Context: an optimization exercise on an open-source flow, tuned for small area, a short achievable clock period and few clock cycles. The choices shown serve that exercise and are no tape-out recipe.

== run E ==
==> flow/design.v (excerpt) <==
module text_command_line_parser_top #(
    parameter int MAX_LINE_CHARS = 63
) (
    input  logic        clk,
    input  logic        rst_n,
    input  logic        rx_valid,
    output logic        rx_ready,
    input  logic [7:0]  rx_byte,
    output logic        cmd_valid,
    input  logic        cmd_ready,
    output logic [1:0]  cmd_kind,
    output logic [31:0] pitch_centideg,
    output logic [31:0] turn_rate_hz
);
    localparam int ADD_ARCH = 0;    
    logic       bv;
    logic [7:0] b;
    logic       rdy;
    logic [3:0] st;
    logic [3:0] st_n;
    logic       ended;
    logic       ended_n;
    logic [5:0] cnt;
    logic [5:0] cnt_n;
    logic [31:0] acc;
    logic        neg;
    logic        neg_n;
    logic        ovf;
    logic [1:0]  frac;
    logic [1:0]  frac_n;
    logic [1:0]  scl;
    logic [1:0]  scl_n;
    logic        nstep;
    logic        nstep_n;
    logic        post;        
    logic        negsel;      
    logic        selS;        
    logic        selT;        
    logic       vld;
    logic       vld_n;
    logic [1:0] okind;
    logic stall;
    logic fire;
    logic is_lf;
    logic is_digit;
    logic is_blank;
    logic is_sign;
    logic is_set;
    logic lead;
    logic kw_state;
    logic kw_last;
    logic num_init;
    logic ovf_clr;
    logic dig_step;
    logic emit;
    logic emit_now;
    logic [1:0] emit_kind;
    logic [1:0] emit_scl;
    logic is_num;
    assign stall = vld && (cnt >= 6'd4);
    assign fire  = bv && !stall;
    assign is_lf    = (b == tcp_pkg::CH_LF);
    assign is_digit = (b[7:4] == 4'h3) && (b[3:0] <= 4'd9);
    assign is_blank = (b == tcp_pkg::CH_SPACE) || (b == tcp_pkg::CH_TAB) ||
                      (b == tcp_pkg::CH_VT) || (b == tcp_pkg::CH_FF);
    assign is_sign  = (b == tcp_pkg::CH_PLUS) || (b == tcp_pkg::CH_MINUS);
  ...
clock: 12.0 ns
lec_check: 0
cap_margin: 20
core_margin: 2
core_utilization: 40
slew_margin: 20
standard.sh (not shown) runs the stock make flow with config.mk's settings and CLKGATE_MAP_FILE= SYNTH_SCRIPT=/design/flow/synth_recipe.tcl, a recipe that flattens the netlist after the stock synthesis.
==> flow/flow/run.sh <==
#!/bin/bash
# Standard ORFS layout (same SDC and clock period). Ports get buf_2 buffers, and
# timing repair aims for setup slack 8.5 ns at the design's period.
set -euo pipefail
bash standard.sh "BUFFER_PORTS_ARGS=-buffer_cell sky130_fd_sc_hd__buf_2" SETUP_SLACK_MARGIN=8.5 CORE_UTILIZATION=60 finish > standard_flow.log 2>&1
### run E -> run D
diff --git a/flow/design.v b/flow/design.v
--- a/flow/design.v
+++ b/flow/design.v
@@ -152,22 +152,23 @@
     logic        neg_n;
     logic        ovf;
     logic [1:0]  frac;
     logic [1:0]  frac_n;
     logic [1:0]  scl;
     logic [1:0]  scl_n;
     logic        nstep;
     logic        nstep_n;
     logic        post;        
     logic        negsel;      
-    logic        selS;        
-    logic        selT;        
+    logic        negsel_b;    
+    logic [3:0]  selS;        
+    logic [3:0]  selT;        
     logic       vld;
     logic       vld_n;
     logic [1:0] okind;
     logic stall;
     logic fire;
     logic is_lf;
     logic is_digit;
     logic is_blank;
     logic is_sign;
     logic is_set;
@@ -389,84 +390,89 @@
     end
     logic [3:0]  e;
     logic [30:0] add_a;
     logic [30:0] add_b;
     logic [30:0] add_s;
     logic        add_c;
     logic        ovf_new;
     logic [31:0] acc_new;
     assign e     = post ? 4'd0 : b[3:0];
     assign add_a = neg_step ? ~acc[30:0] : {acc[27:0], e[2:0]};
-    assign add_b = neg_step ? 31'd0 : {acc[29:0], 1'b0};
+    assign add_b = negsel_b ? 31'd0 : {acc[29:0], 1'b0};
     tcp_padd #(
         .N      (31),
         .ARCH   (ADD_ARCH),
         .GX_POS (2)
     ) u_add (
         .a    (add_a),
         .b    (add_b),
         .cin  (neg_step),
         .gx   (e[3]),
         .s    (add_s),
         .cout (add_c)
     );
     assign ovf_new = add_c || (|acc[30:28]);
-    assign acc_new = {neg_step ? !add_c : add_c, add_s};
+    assign acc_new = {neg_step && !add_c, add_s};
     always_ff @(posedge clk)
     begin
         if (ovf_clr)
             ovf <= 1'b0;
         else if ((dig_step || scl_step) && ovf_new)
             ovf <= 1'b1;
         if (num_init)
             acc <= '0;
         else if (sat_step)
             acc <= {neg, {31{!neg}}};
         else if (dig_step || scl_step || neg_step)
             acc <= acc_new;
         neg  <= neg_n;
         frac <= frac_n;
         if (emit_now)
             okind <= emit_kind;
-        selS <= emit_now ? (emit_kind == 2'd2) : (okind == 2'd2);
-        selT <= emit_now ? (emit_kind == 2'd3) : (okind == 2'd3);
+        selS[0] <= emit_now ? (emit_kind == 2'd2) : (okind == 2'd2);
+        selT[0] <= emit_now ? (emit_kind == 2'd3) : (okind == 2'd3);
+        for (int k = 1; k < 4; k++)
+        begin
+            selS[k] <= emit_now ? (emit_kind == 2'd2) : selS[k-1];
+            selT[k] <= emit_now ? (emit_kind == 2'd3) : selT[k-1];
+        end
+        negsel   <= post_n && nstep_n && (scl_n == 2'd0);
+        negsel_b <= nstep_n && (scl_n == 2'd0);     
         if (rdy)
             b <= rx_byte;
     end
     always_ff @(posedge clk or negedge rst_n)
     begin
         if (!rst_n)
         begin
             bv    <= 1'b0;
             rdy   <= 1'b1;
             st    <= tcp_pkg::ST_START;
             ended <= 1'b0;
             cnt   <= '0;
             scl   <= 2'd0;
             nstep <= 1'b0;
             post  <= 1'b0;
-            negsel <= 1'b0;
             vld   <= 1'b0;
         end
         else
         begin
             if (rdy)
                 bv <= rx_valid;
             else if (fire)
                 bv <= 1'b0;
             rdy   <= !(vld && !cmd_ready && (cnt >= 6'd3));
             st    <= st_n;
             ended <= ended_n;
             cnt   <= cnt_n;
             scl   <= scl_n;
             nstep <= nstep_n;
             post  <= post_n;
-            negsel <= post_n && nstep_n && (scl_n == 2'd0);
             vld   <= vld_n;
         end
     end
     assign rx_ready  = rdy;
     assign cmd_valid = vld;
     assign cmd_kind  = okind;
-    assign pitch_centideg = acc & {32{selS}};
-    assign turn_rate_hz   = acc & {32{selT}};
+    assign pitch_centideg = acc & {{8{selS[3]}}, {8{selS[2]}}, {8{selS[1]}}, {8{selS[0]}}};
+    assign turn_rate_hz   = acc & {{8{selT[3]}}, {8{selT[2]}}, {8{selT[1]}}, {8{selT[0]}}};
 endmodule
Findings:
- Going from run E to run D, worst setup slack now sits higher, sequential share of layout area now sits higher, die area now sits higher, number of buffers and inverters on the critical path now sits lower.
- Routed wire length on met2 (run D vs. run E) increases slightly
No functional check of the RTL was part of any run of this note.

-- static timing again, ports no longer ideal --
The results above use ideal ports. As a check the final layouts listed here were re-extracted and re-timed, cells and wires unchanged. Step 1 (the two cells are an assumption about what drives the block):
set clk [get_ports {clk}]
set_driving_cell -lib_cell sky130_fd_sc_hd__clkbuf_16 $clk
set_driving_cell -lib_cell sky130_fd_sc_hd__buf_2 [delete_from_list [all_inputs] $clk]
Step 2 also shifts input and output timing later by t, the mid clock arrival at the registers, as if the neighbouring blocks saw the same clock. a / b / c = ideal / step 1 / step 2; a / b = the first two.
run | shift t [ns] | slack for setup (ns) | worst hold slack (ns) | worst slew at a driven data input, ns
run E | 0.401 | 8.424 / 8.391 / 8.587 | 0.500 / 0.500 / 0.500 | 0.03
run D | 0.397 | 8.536 / 8.501 / 8.598 | 0.531 / 0.531 / 0.531 | 0.04
After both steps every run listed still meets setup and hold.
